Background: an optimization exercise with open tools, aiming at small area and a short achievable clock period. Do not read the settings as production practice.
In this exercise RTL edits were held to simulation tests only and were not proved equivalent to the original.

// dct_row_top
module dct_row_top (
  input  logic        clk_i,
  input  logic        rst_i,
  input  logic        px_valid_i,
  input  logic [7:0]  px_data_i,
  output logic        coef_valid_o,
  output logic [11:0] coef_data_o,
  output logic [2:0]  coef_index_o
);
Settings: LEC_CHECK=0, CAP_MARGIN=20, CORE_MARGIN=2, CORE_UTILIZATION=40, CTS_BUF_LIST=sky130_fd_sc_hd__clkbuf_4, SETUP_SLACK_MARGIN=3.4, SLEW_MARGIN=20; clock period 6.0 ns.
run.sh (not shown) runs the stock make flow with config.mk's settings and CLKGATE_MAP_FILE= SYNTH_SCRIPT=/design/flow/synth_recipe.tcl, a recipe that flattens the netlist after the stock synthesis.
Then changed:
Settings changed: SETUP_SLACK_MARGIN 3.4 to 3.6.
Effect: Synthesized area does not change. Register-to-register slack got worse by 40 ps. Final cell count increases by 1.5%.

* * *

dct_row_top, a different RTL version from the one above (not shown whole).
## dct_row_top
module dct_row_top (
  input  logic        clk_i,
  input  logic        rst_i,
  input  logic        px_valid_i,
  input  logic [7:0]  px_data_i,
  output logic        coef_valid_o,
  output logic [11:0] coef_data_o,
  output logic [2:0]  coef_index_o
);
logic [2:0] px_cnt;
logic [7:0] xs0, xs1, xs2, xs3, xs4, xs5, xs6;
logic [7:0] y0, y1, y2, y3, y4, y5, y6, y7;
logic       row_done;
assign row_done = px_valid_i & (&px_cnt);
always_ff @(posedge clk_i, posedge rst_i)
  if (rst_i) px_cnt <= 3'd0;
  else if (px_valid_i) px_cnt <= px_cnt + 3'd1;
always_ff @(posedge clk_i)
  if (px_valid_i) begin
    xs0 <= px_data_i; xs1 <= xs0; xs2 <= xs1; xs3 <= xs2; xs4 <= xs3; xs5 <= xs4; xs6 <= xs5;
  end
always_ff @(posedge clk_i)
  if (row_done) begin
    y0 <= xs6; y1 <= xs5; y2 <= xs4; y3 <= xs3; y4 <= xs2; y5 <= xs1; y6 <= xs0; y7 <= px_data_i;
  end
logic       busy;
logic [2:0] kc, kc_nx;
logic [3:0] n1, n2, ci, n1_nx, n2_nx, ci_nx;
  ...
==> flow/config.mk <==
export PLATFORM = sky130hd
export DESIGN_NAME = dct_row_top
export DESIGN_NICKNAME = dct_row_top
export VERILOG_FILES = /design/flow/design.v
export SDC_FILE = /design/flow/constraint.sdc
export NUM_CORES = 4
export LEC_CHECK = 0
export CAP_MARGIN = 20
export CORE_MARGIN = 2
export CORE_UTILIZATION = 70
export GPL_ROUTABILITY_DRIVEN = 0
export PLACE_DENSITY = 0.85
export SETUP_SLACK_MARGIN = 3.4
export SLEW_MARGIN = 20
==> flow/constraint.sdc <==
create_clock -name core_clock -period 6.0 [get_ports {clk_i}]
set_input_delay 1.2000 -clock core_clock [delete_from_list [all_inputs] [get_ports {clk_i}]]
set_output_delay 1.2000 -clock core_clock [all_outputs]
set_load 0.01 [all_outputs]
standard.sh (not shown) runs the stock make flow with config.mk's settings and CLKGATE_MAP_FILE= SYNTH_SCRIPT=/design/flow/synth_recipe.tcl, a recipe that flattens the netlist after the stock synthesis.
==> flow/flow/run.sh <==
#!/bin/bash
# Standard ORFS layout with one extra step between synthesis and floorplan:
# flow/pol.py re-chooses the polarity of every full adder (a full adder is self-dual)
# so that Yosys' extract_fa leaves fewer inverters. Registers are not touched.
set -euo pipefail
R=$PWD/orfs/results/$FLOW_PLATFORM/dct_row_top/base
bash standard.sh "$R/1_2_yosys.v" > synth.log 2>&1
cp "$R/1_2_yosys.v" "$PWD/1_2_yosys.before_pol.v"
python3 flow/pol.py "$PWD/1_2_yosys.before_pol.v" "$R/1_2_yosys.v" > pol.log 2>&1
# clock tree: the standard arguments, without the dummy loads CTS adds for balancing
export CTS_ARGS="-sink_clustering_enable -repair_clock_nets -dont_use_dummy_load -buf_list sky130_fd_sc_hd__clkbuf_8"
bash standard.sh finish > layout.log 2>&1
Other scripts of this flow, unchanged in this note and not shown: flow/flow/pol.py
Rerun with:
--- a/flow/config.mk
+++ b/flow/config.mk
@@ -8,7 +8,6 @@
 export CAP_MARGIN = 20
 export CORE_MARGIN = 2
-export CORE_UTILIZATION = 70
-export GPL_ROUTABILITY_DRIVEN = 0
-export PLACE_DENSITY = 0.85
+export CORE_UTILIZATION = 80
+export PLACE_DENSITY = 0.92
 export SETUP_SLACK_MARGIN = 3.4
 export SLEW_MARGIN = 20
After rerunning:
- wire length went up by 19%
- design area barely changes
Rerun with:
--- a/flow/config.mk
+++ b/flow/config.mk
@@ -8,6 +8,6 @@
 export CAP_MARGIN = 20
 export CORE_MARGIN = 2
-export CORE_UTILIZATION = 80
-export PLACE_DENSITY = 0.92
+export CORE_UTILIZATION = 70
+export PLACE_DENSITY = 0.85
 export SETUP_SLACK_MARGIN = 3.4
 export SLEW_MARGIN = 20
After rerunning:
- die area goes up by 14%
- fmax increases by 2.7%
- global-route usage decreases by 7.7 points
- critical path depth went up by 4
- via count falls by 6.7%
- register-to-register slack is better by 60 ps
- final cell count is higher by about 2.7%
- wire length drops by 15%
- synthesized cell count is unchanged

* * *

Starting RTL as in the previous note.
==> flow/config.mk <==
export PLATFORM = sky130hd
export DESIGN_NAME = dct_row_top
export DESIGN_NICKNAME = dct_row_top
export VERILOG_FILES = /design/flow/design.v
export SDC_FILE = /design/flow/constraint.sdc
export NUM_CORES = 4
export LEC_CHECK = 0
export CAP_MARGIN = 20
export CORE_MARGIN = 2
export CORE_UTILIZATION = 65
export PLACE_DENSITY = 0.8
export SETUP_SLACK_MARGIN = 3.4
export SLEW_MARGIN = 20
==> flow/constraint.sdc <==
create_clock -name core_clock -period 6.0 [get_ports {clk_i}]
set_input_delay 1.2000 -clock core_clock [delete_from_list [all_inputs] [get_ports {clk_i}]]
set_output_delay 1.2000 -clock core_clock [all_outputs]
set_load 0.01 [all_outputs]
Scripts as last shown in full above: flow/flow/run.sh
Other scripts of this flow, unchanged in this note and not shown: flow/flow/pol.py
The starting point finished with timing, DRC and antenna clean.
Rerun with:
Settings changed: CORE_UTILIZATION 65 to 60, PLACE_DENSITY 0.8 to 0.75.
What happened: Worst setup slack is better by 0.032 ns. Maximum frequency rose slightly. First-iteration DRC count increases by a few percent. Routed wire length came out lower slightly.
Rerun with:
Settings changed: CORE_UTILIZATION 60 to 70, PLACE_DENSITY 0.75 to 0.85, SETUP_SLACK_MARGIN 3.4 to 3.3.
Outcome: Worst setup slack degrades by 0.13 ns; wire length rises by 2.9%; fmax went down by 5.0%; synthesized cell count stays the same; global-route usage goes up by 4.3 points.

==> what the ideal ports hide <==
The results above use ideal ports. As a check the final layouts listed here were re-extracted and re-timed, cells and wires unchanged.
Step 1 sets driving cells, clkbuf_16 on the clock port and buf_2 on the other inputs (assumed; they add their load-dependent delay and slew).
Step 2 also shifts input and output timing later by t, the mid clock arrival at the registers, as if the neighbouring blocks saw the same clock.
Slacks: no drivers / after step 1 / after step 2; pairs: no drivers / after step 1.
| run | t, ns | setup slack, ns | worst setup path after step 2 | pins driven straight from the clock port |
|---|---|---|---|---|
| the first run of note 1 | 0.832 | 3.398 / 3.398 / 2.917 | input to register | 1 |
| the second run of note 1 | 0.823 | 3.354 / 3.354 / 3.314 | input to register | 1 |
| the first run of note 2 | 0.591 | 3.380 / 3.380 / 3.040 | input to register | 1 |
| the second run of note 2 | 0.592 | 3.430 / 3.387 / 3.021 | input to register | 1 |
| the third run of note 2 | 0.591 | 3.497 / 3.453 / 3.140 | input to register | 1 |
| the first run of note 3 | 0.592 | 3.460 / 3.460 / 3.124 | input to register | 1 |
| the second run of note 3 | 0.591 | 3.492 / 3.480 / 3.274 | input to register | 1 |
| the third run of note 3 | 0.603 | 3.360 / 3.312 / 2.993 | input to register | 1 |
After both steps every run listed still meets setup and hold. For the first run of note 1, which loses most, drivers alone change the setup slack by 0.000 ns; drivers and shift together by -0.481 ns.
